Context: an optimization exercise on an open-source flow, tuned for small area, a short achievable clock period and few clock cycles per item. The choices shown serve that exercise and are no tape-out recipe. The RTL was checked by simulation tests, not by an equivalence proof against the original design.

--- design/flow/design.v ---
module note_priority_list (
	input  logic       clk,
	input  logic       arst_n,
	input  logic       in_valid,
	output logic       in_ready,
	input  logic       in_op,
	input  logic [6:0] in_pitch,
	input  logic [6:0] in_velocity,
	output logic       out_valid,
	input  logic       out_ready,
	output logic       out_new_valid,
	output logic [6:0] out_new_pitch,
	output logic [6:0] out_new_velocity,
	output logic       out_old_valid,
	output logic [6:0] out_old_pitch,
	output logic       out_dropped,
	input  logic       cfg_valid,
	output logic       cfg_ready,
	input  logic       cfg_index,
	input  logic [4:0] cfg_data
);
	localparam int N = 16;
	logic [1:0]  mode_q;
	logic [16:0] v_is;
	logic        v_big;
	logic [15:0] v_gt;
	always_ff @(posedge clk or negedge arst_n) begin
		if (!arst_n) begin
			mode_q <= 2'd0;
			v_is   <= 17'd1;
			v_big  <= 1'b0;
			v_gt   <= 16'd0;
		end else if (cfg_valid) begin
			if (cfg_index == 1'b0) begin
				mode_q <= cfg_data[1:0];
			end else begin
				for (int k = 0; k <= 16; k++)
					v_is[k] <= (cfg_data == 5'(k));
				v_big <= (cfg_data > 5'd16);
				for (int i = 0; i < 16; i++)
					v_gt[i] <= (5'(i) < cfg_data);
			end
		end
	end
	assign cfg_ready = 1'b1;
	logic [N-1:0] valid_q;
	logic [6:0]   pitch_q [0:N-1];
	logic [6:0]   vel_q   [0:N-1];
	logic       s_valid, s_op, p_valid, p_op, a_valid, a_op;
	logic [6:0] s_p, s_v, p_p, p_v, a_p, a_v;
	logic [N-1:0] c_q, e_q;
	logic [1:0]  cnt_q;
	logic [23:0] f0_q, f1_q;
	logic [2:0] pn, an;
	logic go, go_q, hold_q, complete, multi_d, p1, p2, p3, a3, a_free, ld_a, p_free, acc, push, pop;
	logic [N-1:0] pc, pe, cand, pre_c, ins, pre_e;
	logic         xc, xe;
	logic [N-1:0] valid_d, c_d, e_d, e_src;
		logic [6:0]   pitch_d [0:N-1];
	logic [6:0]   vel_d   [0:N-1];
	function automatic logic outranks(input logic [1:0] m, input logic [6:0] np,
		input logic [6:0] op);
		case (m)
			2'd0:    outranks = 1'b1;
			2'd1:    outranks = np > op;
			2'd2:    outranks = np < op;
			default: outranks = 1'b0;
		endcase
	endfunction
	function automatic logic [N-1:0] prefix_or(input logic [N-1:0] v);
		logic [N-1:0] r;
		r = v;
		for (int d = 1; d < N; d = d * 2)
			r = r | (r << d);
		prefix_or = r;
	endfunction
	function automatic logic [2:0] count3(input logic [N-1:0] v);
		logic [3*N-1:0] c;
		logic [2:0] x, y;
		for (int i = 0; i < N; i++)
			c[3*i +: 3] = {2'b00, v[i]};
		for (int d = 1; d < N; d = d * 2)
			for (int i = 0; i < N; i = i + 2 * d) begin
				x = c[3*i +: 3];
				y = c[3*(i+d) +: 3];
				c[3*i +: 3] = {x[2] | y[2] | (x[1] & y[0]) | (x[0] & y[1]),
					x[1] | y[1] | (x[0] & y[0]), x[0] | y[0]};
			end
		count3 = c[2:0];
	endfunction
	always_comb begin
		for (int i = 0; i < N; i++) begin
			pc[i] = !valid_q[i] || outranks(mode_q, p_p, pitch_q[i]);
			pe[i] = valid_q[i] && (pitch_q[i] == p_p);
		end
		xc = outranks(mode_q, p_p, a_p);
		xe = (p_p == a_p);
	end
	always_comb begin
		cand = {1'b1, c_q[N-2:0]};
		pre_c = prefix_or(cand) << 1;
		for (int i = 0; i < N; i++)
			ins[i] = cand[i] && !pre_c[i];
		pre_e = prefix_or(e_q);
	end
	always_comb begin
		pn = count3(pe);
		an = count3(e_q);
		p1 = pn[0];
		p2 = pn[1];
		p3 = pn[2];
		a3 = an[2];
		if (!a_valid)
			multi_d = p2;
		else if (a_op == 1'b1)
			multi_d = xe ? 1'b0 : p2;
		else if (valid_q[N-1] && pe[N-1])
			multi_d = xe ? p2 : p3;
		else
			multi_d = xe ? p1 : p2;
	end
	always_ff @(posedge clk) begin
		if (ld_a)
			hold_q <= p_op && multi_d;
		else if (go && !complete)
			hold_q <= a3;
	end
	assign go       = go_q;
	assign complete = go_q && !hold_q;
	assign a_free   = !a_valid || complete;
	assign ld_a     = a_free && p_valid;
	assign p_free   = !p_valid || a_free;
	assign in_ready = !s_valid;
	assign acc      = in_valid && !s_valid;
	logic [N-1:0] s_dn, s_in, s_up, s_hd;
	logic [N-1:0] vec_en;
	logic [N:0]   valid_x, c_x;
	logic [N-1:0] c_nx, e_nx;
	always_comb begin
		e_src = a_free ? pe : e_q;
		for (int i = 0; i < N; i++) begin
			s_dn[i] = go && !a_op && (i > 0) && pre_c[i];
			s_in[i] = go && !a_op && ins[i];
			s_up[i] = go && a_op && pre_e[i];
			s_hd[i] = !(s_dn[i] || s_in[i] || s_up[i]);
		end
		valid_x = {1'b0, valid_q};
		c_x     = {1'b1, pc};
		for (int i = 0; i < N; i++) begin
			valid_d[i] = (s_dn[i] & ((i > 0) ? valid_q[(i + N - 1) % N] : 1'b0)) | s_in[i] |
				(s_up[i] & valid_x[i+1]) | (s_hd[i] & valid_q[i]);
			pitch_d[i] = ({7{s_dn[i]}} & pitch_q[(i + N - 1) % N]) | ({7{s_in[i]}} & a_p) |
				({7{s_up[i]}} & pitch_q[(i + 1) % N]) | ({7{s_hd[i]}} & pitch_q[i]);
			vel_d[i]   = ({7{s_dn[i]}} & vel_q[(i + N - 1) % N]) | ({7{s_in[i]}} & a_v) |
				({7{s_up[i]}} & vel_q[(i + 1) % N]) | ({7{s_hd[i]}} & vel_q[i]);
			c_d[i]     = (s_dn[i] & pc[(i + N - 1) % N]) | (s_in[i] & xc) |
				(s_up[i] & c_x[i+1]) | (s_hd[i] & pc[i]);
			e_d[i]     = (s_dn[i] & e_src[(i + N - 1) % N]) | (s_in[i] & xe) |
				(s_up[i] & (i < N - 1) & e_src[(i + 1) % N]) | (s_hd[i] & e_src[i]);
		end
		vec_en = {N{ld_a || (go && !complete)}};
		c_nx   = ({N{ld_a}} & c_d) | ({N{!ld_a}} & c_q);
		e_nx   = (vec_en & e_d) | (~vec_en & e_q);
	end
	always_ff @(posedge clk or negedge arst_n) begin
		if (!arst_n)
			valid_q <= '0;
		else
			valid_q <= valid_d;
	end
	always_ff @(posedge clk) begin
		for (int i = 0; i < N; i++) begin
			pitch_q[i] <= pitch_d[i];
			vel_q[i]   <= vel_d[i];
		end
		c_q <= c_nx;
		e_q <= e_nx;
	end
	logic [23:0] res;
	logic [N-1:0] m_lt;            
	logic [N-1:0] sel_x, sel_y;    
	logic        lim_on, early, rem_lt, sounded, v_ok;
	logic        x_valid, y_valid, cand_y;
	logic [6:0]  x_p, x_v, y_p, y_v;
	always_comb begin
		v_ok = !v_is[0] && !v_big;
		m_lt = v_gt;
		for (int i = 0; i < N; i++) begin
			sel_x[i] = v_is[i+1];
			sel_y[i] = v_is[i];
		end
		x_valid = 1'b0; x_p = '0; x_v = '0;
		y_valid = 1'b0; y_p = '0; y_v = '0;
		cand_y  = 1'b0;
		lim_on  = v_is[1];
		for (int i = 0; i < N; i++) begin
			x_valid = x_valid | (sel_x[i] & valid_q[i]);
			x_p     = x_p | ({7{sel_x[i]}} & pitch_q[i]);
			x_v     = x_v | ({7{sel_x[i]}} & vel_q[i]);
			y_valid = y_valid | (sel_y[i] & valid_q[i]);
			y_p     = y_p | ({7{sel_y[i]}} & pitch_q[i]);
			y_v     = y_v | ({7{sel_y[i]}} & vel_q[i]);
			cand_y  = cand_y | (sel_y[i] & cand[i]);
			if (i < N - 1)
				lim_on = lim_on | (v_is[i+2] & valid_q[i]);
		end
		early   = |(m_lt & cand);
		rem_lt  = |(m_lt & e_q);
		sounded = early | rem_lt;
		res = '0;
		if (a_op == 1'b0) begin
			res[0] = valid_q[N-1];
			if (!(lim_on && !sounded)) begin
				res[23]    = 1'b1;
				res[22:16] = a_p;
				res[15:9]  = a_v;
				if (lim_on && x_valid && !v_is[16]) begin
					res[8]   = 1'b1;
					res[7:1] = early ? x_p : (cand_y ? a_p : y_p);
				end
			end
		end else if (v_ok) begin
			if (rem_lt) begin
				res[23]    = y_valid;
				res[22:16] = y_valid ? y_p : 7'd0;
				res[15:9]  = y_valid ? y_v : 7'd0;
			end else begin
				res[23]    = x_valid;
				res[22:16] = x_valid ? x_p : 7'd0;
				res[15:9]  = x_valid ? x_v : 7'd0;
			end
		end
	end
	always_ff @(posedge clk or negedge arst_n) begin
		if (!arst_n) begin
			s_valid <= 1'b0;
			p_valid <= 1'b0;
			a_valid <= 1'b0;
		end else begin
			if (a_free)
				a_valid <= p_valid;
			if (p_free)
				p_valid <= s_valid || acc;
			if (p_free)
				s_valid <= 1'b0;
			else if (acc)
				s_valid <= 1'b1;
		end
	end
	always_ff @(posedge clk) begin
		if (ld_a) begin
			a_op <= p_op;
			a_p  <= p_p;
			a_v  <= p_v;
		end
		if (p_free) begin
			if (s_valid) begin
				p_op <= s_op;
				p_p  <= s_p;
				p_v  <= s_v;
			end else begin
				p_op <= in_op;
				p_p  <= in_pitch;
				p_v  <= in_velocity;
			end
		end
		if (!s_valid) begin
			s_op <= in_op;
			s_p  <= in_pitch;
			s_v  <= in_velocity;
		end
	end
	assign push      = complete;
	assign out_valid = (cnt_q != 2'd0);
	assign pop       = out_valid && out_ready;
	logic [1:0] cnt_d;
	assign cnt_d = cnt_q + {1'b0, push} - {1'b0, pop};
	always_ff @(posedge clk or negedge arst_n) begin
		if (!arst_n)
			go_q <= 1'b0;
		else
			go_q <= (a_free ? p_valid : a_valid) && (cnt_d != 2'd2);
	end
	always_ff @(posedge clk or negedge arst_n) begin
		if (!arst_n)
			cnt_q <= 2'd0;
		else
			cnt_q <= cnt_d;
	end
	always_ff @(posedge clk) begin
		if (cnt_q == 2'd0 || (cnt_q == 2'd1 && pop))
			f0_q <= res;
		else if (pop)
			f0_q <= f1_q;
		if (cnt_q == 2'd1 && !pop)
			f1_q <= res;
	end
	assign {out_new_valid, out_new_pitch, out_new_velocity, out_old_valid, out_old_pitch,
		out_dropped} = f0_q;
endmodule
--- design/flow/run.sh ---
#!/bin/bash
# synth_recipe.tcl (not shown) runs the flow's synth.tcl, then flattens the netlist and writes it again
# the make line also repeats each setting of config.mk as NAME=value (left out here)
make -C /OpenROAD-flow-scripts/flow DESIGN_CONFIG=/design/flow/config.mk WORK_HOME=/design/flow/orfs CLKGATE_MAP_FILE= SYNTH_SCRIPT=/design/flow/synth_recipe.tcl finish
--- design/flow/config.mk ---
export PLATFORM = sky130hd
export DESIGN_NAME = note_priority_list
export DESIGN_NICKNAME = note_priority_list
export VERILOG_FILES = /design/flow/design.v
export SDC_FILE = /design/flow/constraint.sdc
export NUM_CORES = 4
export LEC_CHECK = 0
export ABC_CLOCK_PERIOD_IN_PS = 1000
export CAP_MARGIN = 20
export CORE_MARGIN = 2
export CORE_UTILIZATION = 40
export PLACE_DENSITY = 0.6
export SETUP_SLACK_MARGIN = 2.5
export SLEW_MARGIN = 20
--- design/flow/constraint.sdc ---
create_clock -name core_clock -period 5.0 [get_ports {clk}]
set_input_delay 1.0000 -clock core_clock [delete_from_list [all_inputs] [get_ports {clk}]]
set_output_delay 1.0000 -clock core_clock [all_outputs]
set_load 0.01 [all_outputs]
==> results of run 1 <==
routing by layer:
| metal | vias to the layer above | routed length, µm |
|---|---|---|
| met5 | - | 0 |
| met4 | 0 | 11190 |
| met3 | 696 | 22510 |
| met2 | 2719 | 51330 |
| met1 | 13200 | 49530 |
| li1 | 11000 | - |
cell type report:
class	count	area share [%]
clock inverter	33	1.405
sequential	407	30.61
tap	782	3.112
multi-input combinational	1988	47.57
clock buffer	57	4.060
inverter	127	1.528
timing repair buffer	351	11.71
worst max-delay path: stages, from the launching register on:
cell and delay [ps]:
dfxtp_2 430, inv_1 150, ha_1 340, and4_4 210, and3_4 190, or4_4 560, nand2_4 90, o2111ai_4 130
a2111oi_4 260, a31oi_4 150, a41oi_2 190, o22ai_1 80
per-stage QoR:
step	utilization (%)	instance area, µm²	hold WS [ps]	std cells
finish	52.18	31440	350.4	3745
global placement	42.60	25660	402.7	3441
detailed placement	42.64	25690	415.2	3443
floorplan	-	24410	400.3	2745
CTS	49.46	29800	348.7	3662
global route	52.18	31440	358.3	3745
path summary, 6_finish.rpt:
| check | endpoint | cells after the start | slack [ps] | from |
|---|---|---|---|---|
| setup / recovery | hold_q$_DFFE_PN_ | 11 | 1940 | pitch_q[10][2]$_DFF_P_ |
| hold / removal | v_gt[13]$_DFFE_PN0P_ | 1 | 350 | arst_n |
| setup reg to reg | hold_q$_DFFE_PN_ | 11 | 1940 | pitch_q[10][2]$_DFF_P_ |
| hold reg to reg | a_v[1]$_DFFE_PP_ | 0 | 420 | p_v[1]$_DFFE_PN_ |
| max in group asynchronous | v_is[5]$_DFFE_PN0P_ | 2 | 3660 | arst_n |
| min in group core_clock | a_v[1]$_DFFE_PP_ | 0 | 420 | p_v[1]$_DFFE_PN_ |
cell usage in the layout, fill, tap and decap left out, types with 20 or more instances in the layout:
master / n
buf_4: 196
o21ai_1: 20
nor2_4: 21
inv_1: 122
a221oi_1: 73
clkbuf_16: 51
a21oi_1: 55
nand4_1: 40
dfxtp_1: 222
o21ai_0: 61
a21oi_2: 28
o21a_1: 29
buf_12: 42
dfrtp_1: 37
a221o_1: 50
ha_1: 89
a222oi_1: 173
and3_1: 21
a22oi_1: 151
a22o_1: 98
buf_6: 42
nor2_1: 95
ha_4: 31
mux2_2: 36
edfxtp_1: 110
nand3_1: 82
clkdlybuf4s50_1: 32
nand2_1: 489
cells by family (layout without fill, tap and decap cells):
logic type / count (synthesis) / in the layout / share of synthesized area (%)
xor gates and xnor gates: 2 / 2 / 0.07205
other: 1 / 1 / 0.01542
adders and majority gates: 130 / 130 / 6.602
AOI/OAI and AO/OA: 879 / 880 / 28.76
muxes: 44 / 44 / 2.007
DFF: 407 / 407 / 39.24
buffers and inverters: 352 / 568 / 5.779
and+or+nand+nor: 930 / 931 / 17.53
sequential cells by signal, summed over array words and instances (netlist names), 2 cells and up, named ones only:
signal,cells
pitch_q,112
f0_q,24
s_p,7
a_v,7
f1_q,24
p_p,7
mode_q,2
a_p,7
cnt_q,2
valid_q,16
v_gt,16
vel_q,112
p_v,7
v_is,17
s_v,7
what timing repair did:
action,4_1_cts,5_1_grt
gates resized for setup,277,198
pin swaps,84,101
buffers inserted,122,77
gates cloned,7,5
endpoints found under the setup margin,276,230
==> flow_metrics.tcl, run 1 <==
set metrics [dict create \
    outcome "complete, no violations" \
    synth_area_leaders "dfxtp_1 20%, edfxtp_1 14%, nand2_1 7.7%" \
    grt_busiest_layer "met2" \
    relSlewSlack_pct 31.52 \
    yosys.area.top_type "dfxtp_1" \
    drive_above_1_share_pct 24.50 \
    hold_violations 0 \
    num_vias 27620 \
    vias_per_cell 7.374 \
    required_ps 5350 \
    worstMarginPinSlew_ps 1023 \
    setup_slack_ps 1944 \
    max_freq_mhz 327.2 \
    area_delta_synth_final_pct 29.28 \
    drc 0 \
    cts_tree "yes" \
    multi_input_area_um2 14960 \
    tns_ps 0 \
    maxCapViolations 0 \
    chipWidth_um 250.6 \
    fin_nets 3070 \
    root_buffer "clkbuf_16" \
    cts_max_level 2 \
    synth_nets 2892 \
    grt_max_degree 44 \
    wl_per_cell_um 35.93 \
    clk_pin_slew_ps 60 \
    critPathLaunchType "flop" \
    arrival_ps 3410 \
    start_util_pct 40.36 \
    async_flop_share_pct 14.25 \
    synth_cells 2745 \
    worst-path-max-fanout 6 \
    rsz0062_at_grt "true" \
    synth.avg_cell_area_um2 8.858 \
    postRouteAntennaNets 0 \
    core-area_um2 60250 \
    hold_path.class "input pin to async pin" \
    dp_hpwl_mm 83.01 \
    period_share_pct 61.13 \
    period_minus_slack_ps 3056 \
    drt_pass1_iterations 11 \
    synth_top_cells_by_count "498 x nand2_1, 239 x dfxtp_1, 175 x clkbuf_1" \
    clock_latency_ps 630 \
    yosysMostFrequentCell "nand2_1" \
    fillers 5425 \
    grt_pass1_wl_mm 185.0 \
    fin_skew_ps 23.32 \
    slew_viol_final 0 \
    cts_sinks 407 \
    first_global_vias 25530 \
    die_area_um2 62780 \
    numCtsBuffers 48 \
    grt_use_met1_pct 52.58 \
    ys_warn_count 5 \
    cts_hold_buf 0 \
    ys.flop_type "dfxtp_1" \
    grt_util_met2_pct 55.06 \
    ys_seq_area_share_pct 39.24 \
    ys_types 82 \
    io_buffers 51 \
    synth_area_um2 24320 \
    grt.overflow.total 0 \
    grt_antenna_before_repair 2 \
    die_h_um 250.6 \
    ioPinCount 53 \
    synth_edf_count 110 \
    gp_congestion 1.006 \
    fp-row-count 90 \
    met3_usage_pct 16.72 \
    antennaDiodeCount 0 \
    crit_path_end_kind "flop" \
    yosysTopAreaCellShare_pct 19.68 \
    crit_type "flop to flop" \
    place_ws_ps 1117 \
    grtUsageTotal_pct 40.56 \
    cts_buffer_depth 3 \
    setup_viol 0 \
    synth-seq-cells 407 \
    drtIter0Drc 6141 \
    wl_mm 134.6 \
    seq_area_um2 9623 \
]
Testbench counts, summed over its fixed seeds: cycles 9,879, events 8,192.
==> run 2: changes to the inputs <==
--- a/design/flow/design.v
+++ b/design/flow/design.v
@@ -50,8 +50,6 @@
 	logic [6:0] s_p, s_v, p_p, p_v, a_p, a_v;
 	logic [N-1:0] c_q, e_q;
-	logic [1:0]  cnt_q;
-	logic [23:0] f0_q, f1_q;
 	logic [2:0] pn, an;
-	logic go, go_q, hold_q, complete, multi_d, p1, p2, p3, a3, a_free, ld_a, p_free, acc, push, pop;
+	logic out_free, go, hold_q, complete, multi_d, p1, p2, a3, a_free, ld_a, p_free, acc;
 	logic [N-1:0] pc, pe, cand, pre_c, ins, pre_e;
 	logic         xc, xe;
@@ -109,14 +107,6 @@
 		p1 = pn[0];
 		p2 = pn[1];
-		p3 = pn[2];
 		a3 = an[2];
-		if (!a_valid)
-			multi_d = p2;
-		else if (a_op == 1'b1)
-			multi_d = xe ? 1'b0 : p2;
-		else if (valid_q[N-1] && pe[N-1])
-			multi_d = xe ? p2 : p3;
-		else
-			multi_d = xe ? p1 : p2;
+		multi_d = p2 || (a_valid && !a_op && xe && p1);
 	end
 	always_ff @(posedge clk) begin
@@ -126,6 +116,6 @@
 			hold_q <= a3;
 	end
-	assign go       = go_q;
-	assign complete = go_q && !hold_q;
+	assign go       = a_valid && (!b_valid || out_free);
+	assign complete = go && !hold_q;
 	assign a_free   = !a_valid || complete;
 	assign ld_a     = a_free && p_valid;
@@ -177,57 +167,55 @@
 		e_q <= e_nx;
 	end
+	logic        early, rem_lt;
+	logic        b_valid, b_op, b_snd, b_drop, b_adv;
+	logic [6:0]  b_p, b_v;
 	logic [23:0] res;
-	logic [N-1:0] m_lt;            
-	logic [N-1:0] sel_x, sel_y;    
-	logic        lim_on, early, rem_lt, sounded, v_ok;
-	logic        x_valid, y_valid, cand_y;
-	logic [6:0]  x_p, x_v, y_p, y_v;
-	always_comb begin
-		v_ok = !v_is[0] && !v_big;
-		m_lt = v_gt;
-		for (int i = 0; i < N; i++) begin
-			sel_x[i] = v_is[i+1];
-			sel_y[i] = v_is[i];
-		end
-		x_valid = 1'b0; x_p = '0; x_v = '0;
-		y_valid = 1'b0; y_p = '0; y_v = '0;
-		cand_y  = 1'b0;
-		lim_on  = v_is[1];
-		for (int i = 0; i < N; i++) begin
-			x_valid = x_valid | (sel_x[i] & valid_q[i]);
-			x_p     = x_p | ({7{sel_x[i]}} & pitch_q[i]);
-			x_v     = x_v | ({7{sel_x[i]}} & vel_q[i]);
-			y_valid = y_valid | (sel_y[i] & valid_q[i]);
-			y_p     = y_p | ({7{sel_y[i]}} & pitch_q[i]);
-			y_v     = y_v | ({7{sel_y[i]}} & vel_q[i]);
-			cand_y  = cand_y | (sel_y[i] & cand[i]);
-			if (i < N - 1)
-				lim_on = lim_on | (v_is[i+2] & valid_q[i]);
-		end
-		early   = |(m_lt & cand);
-		rem_lt  = |(m_lt & e_q);
-		sounded = early | rem_lt;
+	logic [N-1:0] sel_z;
+	logic        lim_on, z_valid;
+	logic [6:0]  z_p, z_v;
+	assign early  = |(v_gt & cand);
+	assign rem_lt = |(v_gt & e_q);
+	assign b_adv  = !b_valid || out_free;
+	always_ff @(posedge clk or negedge arst_n) begin
+		if (!arst_n)
+			b_valid <= 1'b0;
+		else if (b_adv)
+			b_valid <= complete;
+	end
+	always_ff @(posedge clk) begin
+		if (b_adv) begin
+			b_op   <= a_op;
+			b_p    <= a_p;
+			b_v    <= a_v;
+			b_snd  <= early || rem_lt;
+			b_drop <= valid_q[N-1];
+		end
+	end
+	always_comb begin
+		lim_on  = 1'b0;
+		z_valid = 1'b0; z_p = '0; z_v = '0;
+		for (int i = 0; i < N; i++) begin
+			sel_z[i] = b_op ? v_is[i+1] : v_is[i];
+			lim_on  = lim_on | (v_is[i+1] & valid_q[i]);
+			z_valid = z_valid | (sel_z[i] & valid_q[i]);
+			z_p     = z_p | ({7{sel_z[i]}} & pitch_q[i]);
+			z_v     = z_v | ({7{sel_z[i]}} & vel_q[i]);
+		end
 		res = '0;
-		if (a_op == 1'b0) begin
-			res[0] = valid_q[N-1];
-			if (!(lim_on && !sounded)) begin
+		if (b_op == 1'b0) begin
+			res[0] = b_drop;
+			if (!(lim_on && !b_snd)) begin
 				res[23]    = 1'b1;
-				res[22:16] = a_p;
-				res[15:9]  = a_v;
-				if (lim_on && x_valid && !v_is[16]) begin
+				res[22:16] = b_p;
+				res[15:9]  = b_v;
+				if (lim_on && z_valid) begin
 					res[8]   = 1'b1;
-					res[7:1] = early ? x_p : (cand_y ? a_p : y_p);
+					res[7:1] = z_p;
 				end
 			end
-		end else if (v_ok) begin
-			if (rem_lt) begin
-				res[23]    = y_valid;
-				res[22:16] = y_valid ? y_p : 7'd0;
-				res[15:9]  = y_valid ? y_v : 7'd0;
-			end else begin
-				res[23]    = x_valid;
-				res[22:16] = x_valid ? x_p : 7'd0;
-				res[15:9]  = x_valid ? x_v : 7'd0;
-			end
+		end else if (z_valid) begin
+			res[23]    = 1'b1;
+			res[22:16] = z_p;
+			res[15:9]  = z_v;
 		end
 	end
@@ -271,30 +259,19 @@
 		end
 	end
-	assign push      = complete;
-	assign out_valid = (cnt_q != 2'd0);
-	assign pop       = out_valid && out_ready;
-	logic [1:0] cnt_d;
-	assign cnt_d = cnt_q + {1'b0, push} - {1'b0, pop};
+	logic out_valid_q;
+	logic [23:0] out_q;
+	assign out_free  = !out_valid_q || out_ready;
+	assign out_valid = out_valid_q;
 	always_ff @(posedge clk or negedge arst_n) begin
 		if (!arst_n)
-			go_q <= 1'b0;
-		else
-			go_q <= (a_free ? p_valid : a_valid) && (cnt_d != 2'd2);
-	end
-	always_ff @(posedge clk or negedge arst_n) begin
-		if (!arst_n)
-			cnt_q <= 2'd0;
-		else
-			cnt_q <= cnt_d;
-	end
-	always_ff @(posedge clk) begin
-		if (cnt_q == 2'd0 || (cnt_q == 2'd1 && pop))
-			f0_q <= res;
-		else if (pop)
-			f0_q <= f1_q;
-		if (cnt_q == 2'd1 && !pop)
-			f1_q <= res;
+			out_valid_q <= 1'b0;
+		else if (out_free)
+			out_valid_q <= b_valid;
+	end
+	always_ff @(posedge clk) begin
+		if (out_free)
+			out_q <= res;
 	end
 	assign {out_new_valid, out_new_pitch, out_new_velocity, out_old_valid, out_old_pitch,
-		out_dropped} = f0_q;
+		out_dropped} = out_q;
 endmodule
--- a/design/flow/config.mk
+++ b/design/flow/config.mk
@@ -6,5 +6,5 @@
 export NUM_CORES = 4
 export LEC_CHECK = 0
-export ABC_CLOCK_PERIOD_IN_PS = 1000
+export ABC_AREA = 1
 export CAP_MARGIN = 20
 export CORE_MARGIN = 2
==> run 2 against run 1 <==
Effect of this change: sequential share of layout area up 2.4 points; cell count increased by 10%; flip-flop and latch count down 9; first-iteration DRC count decreased by 49%; die area is 5.6% lower; worst hold slack gained 57 ps; maximum frequency rose by 21%; core utilization is 2.4 points lower; highest routed layer is now met5.
==> flow_metrics.tcl, run 2 <==
set metrics [dict create \
    outcome "complete, no violations" \
    drc 0 \
    tns_ps 0 \
    slew_viol_final 0 \
    ys_warn_count 5 \
    gp_congestion 1.043 \
    dp_hpwl_mm 85.67 \
    synth_edf_count 103 \
    cts_sinks 398 \
    critPathLaunchType "flop" \
    start_util_pct 40.60 \
    final_cell_mix "1161 x nand2_1, 269 x inv_1, 239 x dfxtp_1" \
    required_ps 5360 \
    clock_latency_ps 620 \
    ys.flop_type "dfxtp_1" \
    postRouteAntennaNets 0 \
    mostFrequentLayoutCell "nand2_1" \
    root_buffer "clkbuf_16" \
    worstMarginPinSlew_ps 1005 \
    vias_per_cell 6.066 \
    fin_util_pct 49.77 \
    wl_mm 116.8 \
    period_minus_slack_ps 2527 \
    clk_pin_slew_ps 60 \
    max_freq_mhz 395.7 \
    hold_path.class "input pin to async pin" \
    grtUsageTotal_pct 38.00 \
    synth-seq-cells 398 \
    fin_skew_ps 18.80 \
    wl_per_cell_um 28.26 \
    chipWidth_um 243.5 \
    rsz0062_at_grt "true" \
    yosysMostFrequentCell "nand2_1" \
    cts_buffer_depth 3 \
    synth_area_um2 22940 \
    cts_max_level 2 \
    num_vias 25080 \
    synth_cells 3143 \
    maxCapViolations 0 \
    whs_ps 407.9 \
    period_share_pct 50.55 \
    grt_max_degree 44 \
    drtIter0Drc 3124 \
    yosysTopAreaCellShare_pct 20.86 \
    synth.avg_cell_area_um2 7.298 \
    hold_violations 0 \
    crit_type "flop to flop" \
    setup_slack_ps 2473 \
    async_flop_share_pct 14.07 \
    setup_viol 0 \
    arrival_ps 2880 \
    drt_pass1_iterations 6 \
    crit_path_end_kind "flop" \
    fin_nets 3485 \
    fp-row-count 87 \
    fillers 5592 \
    grt.overflow.total 0 \
    core-area_um2 56500 \
    io_buffers 51 \
    synth_nets 3288 \
    die_area_um2 59280 \
    top_regs "pitch_q (112), vel_q (112), out_q (24)" \
    place_ws_ps 677.7 \
    synth_top_cells_by_count "1204 x nand2_1, 297 x inv_1, 239 x dfxtp_1" \
    relSlewSlack_pct 32.71 \
    grt_pass1_wl_mm 163.3 \
    ys_seq_area_share_pct 40.46 \
    die_h_um 243.5 \
    ys_types 50 \
    area_delta_synth_final_pct 22.58 \
    worst-path-max-fanout 7 \
    numCtsBuffers 47 \
    drive_above_1_share_pct 14.36 \
    synth_area_leaders "dfxtp_1 21%, nand2_1 20%, edfxtp_1 13%" \
    cts_tree "yes" \
    yosys.area.top_type "dfxtp_1" \
    grt_antenna_before_repair 3 \
    ioPinCount 53 \
    first_global_vias 23590 \
]
run 2: cell count changes in the layout (fill, tap and decap cells not counted), moves of 57 or more:
cell,before,now
o21ai_0,61,164
a22oi_1,151,49
inv_1,122,269
o2111ai_1,0,120
a22o_1,98,4
o22ai_1,5,69
a222oi_1,173,0
nand2_1,489,1161
a221oi_1,73,2
a21oi_1,55,137
buf_4,196,139
run 2: metal layers:
| metal | up-vias | global-route usage, % | routed length [µm] |
|---|---|---|---|
| met5 | - | 0 | 29 |
| met4 | 4 | 26.18 | 9733 |
| li1 | 11040 | - | - |
| met1 | 12060 | 48.07 | 45250 |
| met3 | 462 | 6.609 | 10610 |
| met2 | 1507 | 59.13 | 51210 |
run 2: timing repair:
action | CTS | global route
hold buffers | 0 | 0
gates resized for setup | 114 | 149
cloned | 3 | 4
hold endpoints to repair | 0 | 0
setup endpoints to repair | 366 | 211
setup buffers | 68 | 52
pin swaps | 14 | 29
run 2: cell families after synthesis:
kind of cell,after synthesis,synth area share [%]
AO/OA/AOI/OAI,646,18.03
adder cells (fa/ha/maj),119,6.491
buffers and inverters,432,7.658
flip-flops,398,40.46
other,1,0.01635
AND/OR/NAND/NOR,1547,27.34
run 2: worst paths after layout:
check,slack (ps),cells past startpoint,startpoint,to
min in group core_clock,420,0,p_v[0]$_DFFE_PN_,a_v[0]$_DFFE_PP_
hold / removal,410,1,arst_n,valid_q[11]$_DFF_PN0_
max in group asynchronous,3540,2,arst_n,out_valid_q$_DFFE_PN0P_
setup / recovery,2470,13,b_op$_DFFE_PN_,out_q[9]$_DFFE_PP_
setup reg to reg,2470,13,b_op$_DFFE_PN_,out_q[9]$_DFFE_PP_
hold reg to reg,420,0,p_v[0]$_DFFE_PN_,a_v[0]$_DFFE_PP_
run 2: layout make-up:
cell class | count | area, µm² | share of cell area (%)
multi-input cells | 2316 | 12570 | 44.71
flip-flops and latches | 398 | 9283 | 33.01
repair buffers | 245 | 2429 | 8.637
inverters | 331 | 1404 | 4.993
clock buffers | 65 | 1324 | 4.708
well taps | 756 | 945.9 | 3.364
clock inverters | 21 | 150.1 | 0.5340
repair inverters | 1 | 7.507 | 0.02670
diodes | 1 | 2.502 | 0.008900
run 2: metrics by stage:
| step | instances | area, µm² |
|---|---|---|
| 6_report | 4134 | 28120 |
| 3_3_place_gp | 3920 | 24480 |
| 2_1_floorplan | 3143 | 23010 |
| 4_1_cts | 4077 | 27040 |
| 5_1_grt | 4133 | 28110 |
| 3_5_place_dp | 3920 | 24480 |
run 2: worst max-delay path: stages (launching register included):
cell and delay [ps]:
edfxtp_1 400, buf_6 150, buf_4 120, buf_6 110
nand2_2 70, nand2_4 160, clkinvlp_4 240, buf_4 200
nand2_1 40, o21ai_0 130, a21oi_1 250, nand3_2 210
nand2_1 110, nand2_1 60
Testbench counts of run 2, summed over its fixed seeds: cycles 9,945, events 8,192.
==> run 3: changes to the inputs <==
--- a/design/flow/design.v
+++ b/design/flow/design.v
@@ -25,4 +25,9 @@
 	logic        v_big;
 	logic [15:0] v_gt;
+	always_comb begin
+		v_gt[15] = v_is[16] || v_big;
+		for (int i = 14; i >= 0; i--)
+			v_gt[i] = v_gt[i+1] || v_is[i+1];
+	end
 	always_ff @(posedge clk or negedge arst_n) begin
 		if (!arst_n) begin
@@ -30,5 +35,4 @@
 			v_is   <= 17'd1;
 			v_big  <= 1'b0;
-			v_gt   <= 16'd0;
 		end else if (cfg_valid) begin
 			if (cfg_index == 1'b0) begin
@@ -38,6 +42,4 @@
 					v_is[k] <= (cfg_data == 5'(k));
 				v_big <= (cfg_data > 5'd16);
-				for (int i = 0; i < 16; i++)
-					v_gt[i] <= (5'(i) < cfg_data);
 			end
 		end
@@ -47,5 +49,5 @@
 	logic [6:0]   pitch_q [0:N-1];
 	logic [6:0]   vel_q   [0:N-1];
-	logic       s_valid, s_op, p_valid, p_op, a_valid, a_op;
+	logic       s_free, s_valid, s_op, p_valid, p_op, a_valid, a_op;
 	logic [6:0] s_p, s_v, p_p, p_v, a_p, a_v;
 	logic [N-1:0] c_q, e_q;
@@ -121,6 +123,7 @@
 	assign ld_a     = a_free && p_valid;
 	assign p_free   = !p_valid || a_free;
-	assign in_ready = !s_valid;
-	assign acc      = in_valid && !s_valid;
+	assign s_valid  = !s_free;
+	assign in_ready = s_free;
+	assign acc      = in_valid && s_free;
 	logic [N-1:0] s_dn, s_in, s_up, s_hd;
 	logic [N-1:0] vec_en;
@@ -222,5 +225,5 @@
 	always_ff @(posedge clk or negedge arst_n) begin
 		if (!arst_n) begin
-			s_valid <= 1'b0;
+			s_free  <= 1'b1;
 			p_valid <= 1'b0;
 			a_valid <= 1'b0;
@@ -231,7 +234,7 @@
 				p_valid <= s_valid || acc;
 			if (p_free)
-				s_valid <= 1'b0;
+				s_free <= 1'b1;
 			else if (acc)
-				s_valid <= 1'b1;
+				s_free <= 1'b0;
 		end
 	end
==> run 3 against run 2 <==
Effect of this change: still clean; cell area grew 1.9%; synthesized cell count down 9.9%; global-route usage is 0.60 points lower; setup slack got worse by 64 ps; critical path depth fell by 1; flip-flop and latch count down 15; core utilization rose by 3.5 points.
==> flow_metrics.tcl, run 3 <==
set metrics [dict create \
    io_buffers 51 \
    fin_nets 3246 \
    setup_viol 0 \
    r2r_cells 12 \
    grt_pass1_wl_mm 153.1 \
    outcome "complete, no violations" \
    required_ps 5360 \
    yosysMostFrequentCell "nand2_1" \
    wl_per_cell_um 28.93 \
    synth_compound_area_share_pct 22.32 \
    yosys.area.top_type "dfxtp_1" \
    synth-xor-area-share_pct 0 \
    rrSetupSlack_ps 2410 \
    synth_mux_area_share_pct 0 \
    arrival_ps 2950 \
    root_buffer "clkbuf_16" \
    first_global_vias 22100 \
    cts_buffer_depth 3 \
    cp-endpoint "out_q[21]$_DFFE_PP_" \
    mostFrequentLayoutCell "nand2_1" \
    synth_fa_ha_area_share_pct 6.841 \
    chipWidth_um 237.3 \
    die_area_um2 56290 \
    core-area_um2 53810 \
    clk_pin_slew_ps 60 \
    synth_area_um2 21760 \
    hold_path.class "flop to flop" \
    async_flop_share_pct 10.70 \
    cts_tree "yes" \
    drive_above_1_share_pct 20.75 \
    synth_cells 2833 \
    yosys.area_share.simple_pct 22.44 \
    max_freq_mhz 385.8 \
    grtUsageTotal_pct 37.40 \
    synth_area_leaders "dfxtp_1 22%, nand2_1 15%, edfxtp_1 14%" \
    hold_depth 0 \
    synth_top_family_by_area "simple AND/OR/NAND/NOR gates" \
    worstMarginPinSlew_ps 828.8 \
    ys_types 57 \
    final_cell_mix "825 x nand2_1, 244 x inv_1, 239 x dfxtp_1" \
    ys_warn_count 5 \
    maxCapViolations 0 \
    start_util_pct 40.44 \
    dp_hpwl_mm 78.31 \
    period_minus_slack_ps 2592 \
    relSlewSlack_pct 44.75 \
    min_from "p_v[3]$_DFFE_PP_" \
    cts_max_level 2 \
    vias_per_cell 6.320 \
    wl_mm 111.0 \
    rsz0062_at_grt "true" \
    ys_seq_area_share_pct 40.92 \
    area_delta_synth_final_pct 31.67 \
    r2r_start "b_op$_DFFE_PN_" \
    num_vias 24250 \
    synth_nets 2978 \
    critPathLaunchType "flop" \
    cts_sinks 383 \
    worst-path-max-fanout 6 \
    grt_max_degree 42 \
    ioPinCount 53 \
    slew_viol_final 0 \
    gp_congestion 1.072 \
    grt.overflow.total 0 \
    synth-seq-cells 383 \
    drtIter0Drc 3655 \
    cts_hold_buf 0 \
    top_regs "pitch_q (112), vel_q (112), out_q (24)" \
    postRouteAntennaNets 0 \
    ys.flop_type "dfxtp_1" \
    die_h_um 237.3 \
    period_share_pct 51.84 \
    yosysTopAreaCellShare_pct 21.98 \
    clock_latency_ps 610 \
    numCtsBuffers 46 \
    crit_type "flop to flop" \
    crit_start "b_op$_DFFE_PN_" \
    tns_ps 0 \
    drt_pass1_iterations 8 \
    fp-row-count 85 \
    fin_skew_ps 19.50 \
    synth_top_cells_by_count "891 x nand2_1, 283 x inv_1, 239 x dfxtp_1" \
    reg2reg_to "out_q[21]$_DFFE_PP_" \
    synth.avg_cell_area_um2 7.682 \
    hold_violations 0 \
    fin_util_pct 53.25 \
    synth_edf_count 103 \
    drc 0 \
    grt_antenna_before_repair 4 \
    crit_path_end_kind "flop" \
]
[run 3: changes by cell type after synthesis, sizes merged, moves of 12 or more]
cell and change:
nand2 -319, nor2 -52, o22ai +34, o211ai +27, a221o +24, inv -20, dfrtp -16, o21a -15
a221oi +14, a21oi +12
[run 3: kinds of logic after synthesis]
| group | Yosys count |
|---|---|
| DFF | 383 |
| other | 1 |
| and+or+nand+nor | 1178 |
| AOI/OAI and AO/OA | 741 |
| adders and majority gates | 119 |
| buffers and inverters | 411 |
[run 3: critical path, stage by stage (launching register included)]
cell and delay [ps]:
edfxtp_1 500, buf_6 190, clkinvlp_4 130, buf_6 140
nand2_8 70, nand2_8 90, clkinvlp_4 230, buf_6 200
nand2_4 50, o2111ai_4 170, nor4_2 290, buf_4 220
o21ai_2 60
[run 3: how the worst min path moves through the flow]
stage | slack, ps | to
global route | 420 | a_v[6]$_DFFE_PP_
detailed placement | 410 | a_v[4]$_DFFE_PP_
floorplan | 400 | a_v[0]$_DFFE_PP_
finish | 410 | a_v[3]$_DFFE_PP_
global placement | 400 | a_v[2]$_DFFE_PP_
CTS | 410 | a_v[3]$_DFFE_PP_
[run 3: area by class of cell]
| class | count | area, µm² |
|---|---|---|
| fill | 5096 | 25160 |
| multi-input combinational | 2040 | 12960 |
| sequential | 383 | 8911 |
| timing repair buffer | 308 | 3022 |
| inverter | 319 | 1401 |
| clock buffer | 61 | 1257 |
| tap | 696 | 870.8 |
| clock inverter | 24 | 205.2 |
| timing repair inverter | 3 | 22.52 |
| antenna | 3 | 7.507 |
[run 3: metal layers]
layer  global-route usage [%]  routed length [µm]
met1                    48.99               42240
met3                    8.884               14320
met4                    25.12                9557
met2                    54.74               44890
met5                        0                  16
[run 3: through the flow]
step                hold WS [ps]  area, µm²  setup slack (ps)  cells
floorplan                  400.3      21980              2084   2833
global placement           401.7      23300             757.6   3542
detailed placement         405.6      23300             718.1   3542
CTS                        414.7      26370              2372   3734
global route               422.2      28650              2371   3834
finish                     413.3      28660              2408   3837
[run 3: timing repair]
item,CTS,global route
pin swaps,30,93
setup buffers,104,93
resized for setup,184,256
endpoints found under the setup margin,361,175
cloned,3,6
Testbench counts of run 3, summed over its fixed seeds: cycles 9,945, events 8,192.
==> run 4: changes to the inputs <==
--- a/design/flow/design.v
+++ b/design/flow/design.v
@@ -52,7 +52,7 @@
 	logic [6:0] s_p, s_v, p_p, p_v, a_p, a_v;
 	logic [N-1:0] c_q, e_q;
-	logic [2:0] pn, an;
-	logic out_free, go, hold_q, complete, multi_d, p1, p2, a3, a_free, ld_a, p_free, acc;
-	logic [N-1:0] pc, pe, cand, pre_c, ins, pre_e;
+	logic [4:0] pn, an;
+	logic out_free, go, hold_q, complete, multi_d, p1, p2, p3, a5, a_free, ld_a, p_free, acc;
+	logic [N-1:0] pc, pe, cand, pre_c, ins, pre_e, two_e;
 	logic         xc, xe;
 	logic [N-1:0] valid_d, c_d, e_d, e_src;
@@ -75,17 +75,32 @@
 		prefix_or = r;
 	endfunction
-	function automatic logic [2:0] count3(input logic [N-1:0] v);
-		logic [3*N-1:0] c;
-		logic [2:0] x, y;
+	function automatic logic [4:0] count5(input logic [N-1:0] v);
+		logic [5*N-1:0] c;
+		logic [5:0] x, y, z;
 		for (int i = 0; i < N; i++)
-			c[3*i +: 3] = {2'b00, v[i]};
+			c[5*i +: 5] = {4'b0000, v[i]};
 		for (int d = 1; d < N; d = d * 2)
 			for (int i = 0; i < N; i = i + 2 * d) begin
-				x = c[3*i +: 3];
-				y = c[3*(i+d) +: 3];
-				c[3*i +: 3] = {x[2] | y[2] | (x[1] & y[0]) | (x[0] & y[1]),
-					x[1] | y[1] | (x[0] & y[0]), x[0] | y[0]};
+				x = {c[5*i +: 5], 1'b1};
+				y = {c[5*(i+d) +: 5], 1'b1};
+				z = '0;
+				for (int k = 1; k <= 5; k++)
+					for (int j = 0; j <= k; j++)
+						z[k] = z[k] | (x[j] & y[k-j]);
+				c[5*i +: 5] = z[5:1];
 			end
-		count3 = c[2:0];
+		count5 = c[4:0];
+	endfunction
+	function automatic logic [N-1:0] prefix_two(input logic [N-1:0] v);
+		logic [N-1:0] o, t, o2, t2;
+		o = v;
+		t = '0;
+		for (int d = 1; d < N; d = d * 2) begin
+			o2 = o | (o << d);
+			t2 = t | (t << d) | (o & (o << d));
+			o  = o2;
+			t  = t2;
+		end
+		prefix_two = t;
 	endfunction
 	always_comb begin
@@ -103,12 +118,14 @@
 			ins[i] = cand[i] && !pre_c[i];
 		pre_e = prefix_or(e_q);
-	end
-	always_comb begin
-		pn = count3(pe);
-		an = count3(e_q);
+		two_e = prefix_two(e_q);
+	end
+	always_comb begin
+		pn = count5(pe);
+		an = count5(e_q);
 		p1 = pn[0];
 		p2 = pn[1];
-		a3 = an[2];
-		multi_d = p2 || (a_valid && !a_op && xe && p1);
+		p3 = pn[2];
+		a5 = an[4];
+		multi_d = p3 || (a_valid && !a_op && xe && p2);
 	end
 	always_ff @(posedge clk) begin
@@ -116,5 +133,5 @@
 			hold_q <= p_op && multi_d;
 		else if (go && !complete)
-			hold_q <= a3;
+			hold_q <= a5;
 	end
 	assign go       = a_valid && (!b_valid || out_free);
@@ -126,29 +143,35 @@
 	assign in_ready = s_free;
 	assign acc      = in_valid && s_free;
-	logic [N-1:0] s_dn, s_in, s_up, s_hd;
+	logic [N-1:0] s_dn, s_in, s_up, s_up2, s_hd;
 	logic [N-1:0] vec_en;
-	logic [N:0]   valid_x, c_x;
+	logic [N+1:0] valid_x, c_x, e_x;
+	logic [N:0]   two_x;
 	logic [N-1:0] c_nx, e_nx;
 	always_comb begin
 		e_src = a_free ? pe : e_q;
+		two_x = {two_e[N-1], two_e};
 		for (int i = 0; i < N; i++) begin
 			s_dn[i] = go && !a_op && (i > 0) && pre_c[i];
 			s_in[i] = go && !a_op && ins[i];
-			s_up[i] = go && a_op && pre_e[i];
-			s_hd[i] = !(s_dn[i] || s_in[i] || s_up[i]);
-		end
-		valid_x = {1'b0, valid_q};
-		c_x     = {1'b1, pc};
+			s_up[i]  = go && a_op && pre_e[i] && !two_x[i+1];
+			s_up2[i] = go && a_op && two_x[i+1];
+			s_hd[i]  = !(s_dn[i] || s_in[i] || s_up[i] || s_up2[i]);
+		end
+		valid_x = {2'b00, valid_q};
+		c_x     = {2'b11, pc};
+		e_x     = {2'b00, e_src};
 		for (int i = 0; i < N; i++) begin
 			valid_d[i] = (s_dn[i] & ((i > 0) ? valid_q[(i + N - 1) % N] : 1'b0)) | s_in[i] |
-				(s_up[i] & valid_x[i+1]) | (s_hd[i] & valid_q[i]);
+				(s_up[i] & valid_x[i+1]) | (s_up2[i] & valid_x[i+2]) | (s_hd[i] & valid_q[i]);
 			pitch_d[i] = ({7{s_dn[i]}} & pitch_q[(i + N - 1) % N]) | ({7{s_in[i]}} & a_p) |
-				({7{s_up[i]}} & pitch_q[(i + 1) % N]) | ({7{s_hd[i]}} & pitch_q[i]);
+				({7{s_up[i]}} & pitch_q[(i + 1) % N]) | ({7{s_up2[i]}} & pitch_q[(i + 2) % N]) |
+				({7{s_hd[i]}} & pitch_q[i]);
 			vel_d[i]   = ({7{s_dn[i]}} & vel_q[(i + N - 1) % N]) | ({7{s_in[i]}} & a_v) |
-				({7{s_up[i]}} & vel_q[(i + 1) % N]) | ({7{s_hd[i]}} & vel_q[i]);
+				({7{s_up[i]}} & vel_q[(i + 1) % N]) | ({7{s_up2[i]}} & vel_q[(i + 2) % N]) |
+				({7{s_hd[i]}} & vel_q[i]);
 			c_d[i]     = (s_dn[i] & pc[(i + N - 1) % N]) | (s_in[i] & xc) |
-				(s_up[i] & c_x[i+1]) | (s_hd[i] & pc[i]);
+				(s_up[i] & c_x[i+1]) | (s_up2[i] & c_x[i+2]) | (s_hd[i] & pc[i]);
 			e_d[i]     = (s_dn[i] & e_src[(i + N - 1) % N]) | (s_in[i] & xe) |
-				(s_up[i] & (i < N - 1) & e_src[(i + 1) % N]) | (s_hd[i] & e_src[i]);
+				(s_up[i] & e_x[i+1]) | (s_up2[i] & e_x[i+2]) | (s_hd[i] & e_src[i]);
 		end
 		vec_en = {N{ld_a || (go && !complete)}};
==> run 4 against run 3 <==
Effect of this change: setup slack worse by 26 ps; register-to-register slack got worse by 30 ps; area after synthesis rose by 13%.
==> flow_metrics.tcl, run 4 <==
set metrics [dict create \
    cts_tree "yes" \
    yosys.area.top_type "dfxtp_1" \
    grt_max_degree 42 \
    whs_ps 419.1 \
    postRouteAntennaNets 0 \
    maxCapViolations 0 \
    dp_hpwl_mm 92.67 \
    synth_top_cells_by_count "1005 x nand2_1, 375 x inv_1, 239 x dfxtp_1" \
    period_share_pct 52.35 \
    drtIter0Drc 5199 \
    area_delta_synth_final_pct 29.61 \
    fp-row-count 91 \
    crit_type "flop to flop" \
    max_stage_delay_ps 410 \
    wl_mm 128.9 \
    die_area_um2 63670 \
    clk_pin_slew_ps 60 \
    mostFrequentLayoutCell "nand2_1" \
    core-area_um2 61370 \
    period_minus_slack_ps 2617 \
    ys_warn_count 5 \
    grtUsageTotal_pct 38.74 \
    grt_antenna_before_repair 3 \
    top_regs "pitch_q (112), vel_q (112), out_q (24)" \
    placed_area_um2 26310 \
    ys.flop_type "dfxtp_1" \
    arrival_ps 2980 \
    async_flop_share_pct 10.70 \
    hold_path.class "flop to flop" \
    yosysTopAreaCellShare_pct 19.40 \
    clock_latency_ps 620 \
    final_area_um2 31970 \
    cts_max_level 2 \
    start_util_pct 40.19 \
    fin_nets 3776 \
    required_ps 5360 \
    ys_types 61 \
    path_cells "buf_12 > buf_8 > ha_4 > nand2_4 > o21ai_2 > nand4_1 > o211ai_1 > nand2_1 > nand2_2 > clkinvlp_4 > buf_12 > nand2_2 > nand3_2 > or2_4" \
    drt_pass1_iterations 7 \
    layoutNonFillerInstCount 4456 \
    cp_slowest_cell "edfxtp_1" \
    ioPinCount 53 \
    final_cell_mix "922 x nand2_1, 341 x inv_1, 239 x dfxtp_1" \
    synth_edf_count 103 \
    grt.overflow.total 0 \
    fin_skew_ps 25.90 \
    drc 0 \
    worstMarginPinSlew_ps 918.2 \
    relSlewSlack_pct 38.79 \
    antennaDiodeCount 0 \
    synth_cells 3379 \
    first_global_vias 26040 \
    synth_area_leaders "dfxtp_1 19%, nand2_1 15%, edfxtp_1 13%" \
    dp.cells 4181 \
    synth-seq-cells 383 \
    synth_nets 3524 \
    numCtsBuffers 45 \
    fillers 5801 \
    rsz0062_at_grt "true" \
    cts_sinks 383 \
    yosysMostFrequentCell "nand2_1" \
    worst-path-max-fanout 4 \
    tns_ps 0 \
    synth_area_um2 24660 \
    critPathLaunchType "flop" \
    grt_pass1_wl_mm 181.0 \
    gp_congestion 1.038 \
    crit_path_end_kind "flop" \
    die_h_um 252.3 \
    slew_viol_final 0 \
    root_buffer "clkbuf_16" \
    hold_violations 0 \
    cts_hold_buf 0 \
    io_buffers 51 \
    synth.avg_cell_area_um2 7.299 \
    vias_per_cell 6.481 \
    fin_util_pct 52.09 \
    num_vias 28880 \
    wl_per_cell_um 28.92 \
    ys_seq_area_share_pct 36.11 \
    cts_buffer_depth 3 \
    max_freq_mhz 382.1 \
    setup_viol 0 \
    drive_above_1_share_pct 20.98 \
    chipWidth_um 252.3 \
    outcome "complete, no violations" \
]
## run 4: changes by cell type in the layout (fill, tap and decap cells not counted), moves of 67 or more
cell | previous run | this run
nand4_1 | 38 | 110
nor2_1 | 74 | 141
inv_1 | 244 | 341
o22ai_1 | 93 | 173
nand2_1 | 825 | 922
o21ai_0 | 174 | 87
## run 4: metal layers
metal	vias to the layer above	routed length [µm]	part of all wire (%)	global-route usage [%]
met5	-	27	0.021	0
met3	505	18440	14	9.825
met2	2396	51760	40	55.50
met1	13610	49470	38	53.23
met4	4	9181	7.1	20.86
li1	12370	-	-	-
## run 4: layout make-up
class | count | area [µm²] | area share, %
Multi-Input combinational cell | 2459 | 15570 | 48.72
Sequential cell | 383 | 8911 | 27.87
Timing Repair Buffer | 324 | 3302 | 10.33
Inverter | 416 | 1725 | 5.397
Clock buffer | 66 | 1338 | 4.184
Tap cell | 790 | 988.4 | 3.092
Clock inverter | 16 | 116.4 | 0.3640
Timing Repair inverter | 2 | 12.51 | 0.03914
## run 4: cell families (layout without fill, tap and decap cells)
kind of cell,after synthesis,in the layout,synth area share (%)
AOI/OAI and AO/OA,806,806,21.74
buffers and inverters,540,824,8.877
and+or+nand+nor,1530,1533,27.23
adders and majority gates,119,119,6.037
DFF,383,383,36.11
other,1,1,0.01520
## run 4: stage by stage
stage	worst slack (ps)
after floorplan	2292
after global placement	785.7
after detailed placement	737.1
after CTS	2450
after global routing	2302
final	2383
## run 4: critical path, delay by kind of cell (launching register included)
family | cells | cell delay (ps)
compound gates | 2 | 280
flops | 1 | 410
buf+inv | 4 | 630
fa+ha+maj | 1 | 270
simple gates | 7 | 750
## run 4: repair_timing
action                     CTS  global route
pin swaps                   57            95
resized for setup          278           236
gates cloned                 4             6
setup endpoints to repair  368           244
buffers inserted            92            91
## run 4: final timing paths
path / cells after the start / slack [ps] / end / start
min: 0 / 420 / a_v[1]$_DFFE_PP_ / p_v[1]$_DFFE_PP_
max: 14 / 2380 / flop / p_p[1]$_DFFE_PP_
min reg2reg: 0 / 420 / a_v[1]$_DFFE_PP_ / p_v[1]$_DFFE_PP_
min in group asynchronous: 2 / 510 / valid_q[3]$_DFF_PN0_ / arst_n
max reg2reg: 14 / 2380 / flop / p_p[1]$_DFFE_PP_
max in group asynchronous: 2 / 4030 / out_valid_q$_DFFE_PN0P_ / arst_n
Testbench counts of run 4, summed over its fixed seeds: cycles 8,837, events 8,192.
==> run 5: changes to the inputs <==
--- a/design/flow/design.v
+++ b/design/flow/design.v
@@ -25,9 +25,4 @@
 	logic        v_big;
 	logic [15:0] v_gt;
-	always_comb begin
-		v_gt[15] = v_is[16] || v_big;
-		for (int i = 14; i >= 0; i--)
-			v_gt[i] = v_gt[i+1] || v_is[i+1];
-	end
 	always_ff @(posedge clk or negedge arst_n) begin
 		if (!arst_n) begin
@@ -35,4 +30,5 @@
 			v_is   <= 17'd1;
 			v_big  <= 1'b0;
+			v_gt   <= 16'd0;
 		end else if (cfg_valid) begin
 			if (cfg_index == 1'b0) begin
@@ -42,4 +38,6 @@
 					v_is[k] <= (cfg_data == 5'(k));
 				v_big <= (cfg_data > 5'd16);
+				for (int i = 0; i < 16; i++)
+					v_gt[i] <= (5'(i) < cfg_data);
 			end
 		end
@@ -49,5 +47,5 @@
 	logic [6:0]   pitch_q [0:N-1];
 	logic [6:0]   vel_q   [0:N-1];
-	logic       s_free, s_valid, s_op, p_valid, p_op, a_valid, a_op;
+	logic       s_valid, s_op, p_valid, p_op, a_valid, a_op;
 	logic [6:0] s_p, s_v, p_p, p_v, a_p, a_v;
 	logic [N-1:0] c_q, e_q;
@@ -140,7 +138,6 @@
 	assign ld_a     = a_free && p_valid;
 	assign p_free   = !p_valid || a_free;
-	assign s_valid  = !s_free;
-	assign in_ready = s_free;
-	assign acc      = in_valid && s_free;
+	assign in_ready = !s_valid;
+	assign acc      = in_valid && !s_valid;
 	logic [N-1:0] s_dn, s_in, s_up, s_up2, s_hd;
 	logic [N-1:0] vec_en;
@@ -248,5 +245,5 @@
 	always_ff @(posedge clk or negedge arst_n) begin
 		if (!arst_n) begin
-			s_free  <= 1'b1;
+			s_valid <= 1'b0;
 			p_valid <= 1'b0;
 			a_valid <= 1'b0;
@@ -257,7 +254,7 @@
 				p_valid <= s_valid || acc;
 			if (p_free)
-				s_free <= 1'b1;
+				s_valid <= 1'b0;
 			else if (acc)
-				s_free <= 1'b0;
+				s_valid <= 1'b1;
 		end
 	end
==> run 5 against run 4 <==
Effect of this change: global-route usage up 1.2 points; routed wire length increased by 8.6%; non-clock buffer count down 69; clock skew increased by 1.5 ps; via count is 3.9% higher; critical path type is now input pin to flop; still clean on timing, DRC and antenna; flip-flop and latch count up 15; largest cell class unchanged; critical path depth shrank 1.
==> flow_metrics.tcl, run 5 <==
set metrics [dict create \
    postRouteAntennaNets 0 \
    fp-row-count 93 \
    synth_cells 3663 \
    chipWidth_um 258.2 \
    grtUsageTotal_pct 39.95 \
    path_cells "clkdlybuf4s15_2 > inv_12 > nand3_4 > buf_12 > nand2_4 > buf_8 > nor2_2 > buf_8 > inv_2 > nand2_1 > inv_6 > a21oi_1 > nand3_1" \
    num_vias 30020 \
    ys_warn_count 5 \
    ys_types 65 \
    io_buffers 51 \
    clock_latency_ps 630 \
    max_freq_mhz 393.5 \
    die_h_um 258.2 \
    wl_mm 140.0 \
    numCtsBuffers 48 \
    synth.avg_cell_area_um2 7.054 \
    grt_pass1_wl_mm 192.5 \
    maxCapViolations 0 \
    fin_nets 3989 \
    crit_start "out_ready" \
    ys.flop_type "dfxtp_1" \
    tns_ps 0 \
    hold_violations 0 \
    period_share_pct 50.83 \
    ys_seq_area_share_pct 35.92 \
    grt_max_degree 48 \
    cts_buffer_depth 3 \
    drtIter0Drc 4719 \
    yosysTopAreaCellShare_pct 18.52 \
    hold_path.class "input pin to async pin" \
    drt-met1-wl_mm 51.88 \
    yosys.area.top_type "dfxtp_1" \
    root_buffer "clkbuf_16" \
    dp_hpwl_mm 102.8 \
    maxUsedRoutingLayer "met5" \
    wl_met2_mm 56.44 \
    die_area_um2 66640 \
    worstMarginPinSlew_ps 1103 \
    dp.cells 4512 \
    synth_edf_count 103 \
    layoutNonFillerInstCount 4739 \
    top_regs "pitch_q (112), vel_q (112), out_q (24)" \
    final_cell_mix "1117 x nand2_1, 347 x inv_1, 238 x dfxtp_1" \
    synth-seq-cells 398 \
    core-area_um2 64120 \
    rsz0062_at_grt "true" \
    period_minus_slack_ps 2541 \
    synth_top_cells_by_count "1228 x nand2_1, 388 x inv_1, 239 x dfxtp_1" \
    r2r_start "b_op$_DFFE_PN_" \
    synth_area_leaders "dfxtp_1 19%, nand2_1 18%, edfxtp_1 12%" \
    grt_antenna_before_repair 5 \
    outcome "complete, no violations" \
    crit_path_end_kind "flop" \
    arrival_ps 2900 \
    first_global_vias 26800 \
    worst_path_most_repeated_cell "buf_8" \
    slew_viol_final 0 \
    setup_viol 0 \
    cts_tree "yes" \
    area_delta_synth_final_pct 25.89 \
    mostFrequentLayoutCell "nand2_1" \
    wl_per_cell_um 29.55 \
    critPathLaunchType "input pin" \
    start_util_pct 40.30 \
    gp_congestion 1.084 \
    worst-path-max-fanout 23 \
    vias_per_cell 6.334 \
    relSlewSlack_pct 26.45 \
    clk_pin_slew_ps 60 \
    drive_above_1_share_pct 18.90 \
    synth_nets 3808 \
    drc 0 \
    yosysMostFrequentCell "nand2_1" \
    fillers 6332 \
    met3_length_mm 20.91 \
    cts_max_level 2 \
    required_ps 5360 \
    cp_slowest_cell "clkdlybuf4s15_2" \
    crit_type "input pin to flop" \
    cts_sinks 398 \
    ioPinCount 53 \
    synth_area_um2 25840 \
    drt_pass1_iterations 8 \
    fin_skew_ps 27.39 \
    grt.overflow.total 0 \
    max_stage_delay_ps 260 \
    async_flop_share_pct 14.07 \
]
-- run 5: worst max-delay path: cells and delay by family --
| kind | cells | cell delay, ps |
|---|---|---|
| and+or+nand+nor | 5 | 580 |
| buffers and inverters | 7 | 1080 |
| AOI/OAI and AO/OA | 1 | 200 |
-- run 5: metal layers --
layer / global-route usage (%) / up-vias
li1: - / 12900
met5: 0 / -
met3: 13.08 / 548
met4: 22.56 / 8
met1: 52.67 / 13990
met2: 57.24 / 2571
-- run 5: layout make-up --
cell class | instances | area, µm² | share of cell area [%]
antenna | 1 | 2.502 | 0.007693
sequential | 398 | 9281 | 28.53
clock inverter | 16 | 120.1 | 0.3693
tap | 855 | 1070 | 3.289
clock buffer | 73 | 1471 | 4.524
timing repair inverter | 1 | 7.507 | 0.02308
inverter | 429 | 1790 | 5.504
multi-input combinational | 2711 | 16120 | 49.56
timing repair buffer | 255 | 2663 | 8.186
-- run 5: path summary, 6_finish.rpt --
| path | end | slack, ps | depth (start not counted) |
|---|---|---|---|
| max | flop | 2460 | 13 |
| min | mode_q[0]$_DFFE_PN0P_ | 260 | 1 |
| max reg2reg | out_q[15]$_DFFE_PP_ | 2460 | 11 |
| min reg2reg | a_v[4]$_DFFE_PP_ | 420 | 0 |
| max in group asynchronous | valid_q[9]$_DFF_PN0_ | 3760 | 2 |
| min in group core_clock | a_v[4]$_DFFE_PP_ | 420 | 0 |
-- run 5: cells by family (layout without fill, tap and decap cells) --
family,after synthesis,in the layout,share of synthesized area [%]
and+or+nand+nor,1815,1816,30.30
DFF,398,398,35.92
buffers and inverters,555,774,8.731
adders and majority gates,119,119,5.763
AOI/OAI and AO/OA,775,775,19.27
other,1,2,0.01451
-- run 5: timing repair --
item                                    4_1_cts  5_1_grt
resized for setup                           177      368
buffers inserted                             61       72
hold buffers                                  0        0
pin swaps                                    18       86
endpoints found under the setup margin      364      256
gates cloned                                  1        3
-- run 5: metrics by stage --
stage | worst slack (ps) | hold WS [ps] | utilization (%) | area (µm²)
after floorplan | 2316 | 400.3 | - | 25950
after global placement | 1053 | 401.4 | 42.72 | 27390
after detailed placement | 1001 | 404.5 | 42.72 | 27390
after CTS | 2439 | 250.4 | 47.02 | 30150
after global routing | 2392 | 265.6 | 50.73 | 32520
final | 2459 | 257.0 | 50.73 | 32530
Testbench counts of run 5, summed over its fixed seeds: cycles 8,837, events 8,192.

static timing again, ports no longer ideal:
The flow's constraints put no driver on any port. The routed layouts listed below were extracted and timed again, unchanged, in two steps. Step 1: set_driving_cell puts a clkbuf_16 on clk and a buf_2 on each other input, an assumption about the parent block. Step 2 moves the port delays by t, midway between the first and last clock arrival at a register: inputs arrive t later, outputs are due t later. That takes back most of the time a late clock gives input paths. Three values: no drivers, after step 1, after step 2; two values: the first two.
run	shift t [ns]	setup slack, ns	worst register clock-pin slew, ns	worst slew at a driven data input, ns
run 1	0.681	1.944 / 1.944 / 1.944	0.07 / 0.07	0.04
run 2	0.671	2.473 / 2.471 / 1.907	0.07 / 0.07	0.08
run 3	0.663	2.408 / 2.408 / 1.853	0.07 / 0.07	0.03
run 4	0.673	2.383 / 2.383 / 1.875	0.07 / 0.07	0.03
run 5	0.679	2.459 / 2.449 / 1.818	0.07 / 0.07	0.04
After both steps every run listed still meets setup and hold. For run 5, which loses most, drivers alone change the setup slack by -0.010 ns; drivers and shift together by -0.641 ns.
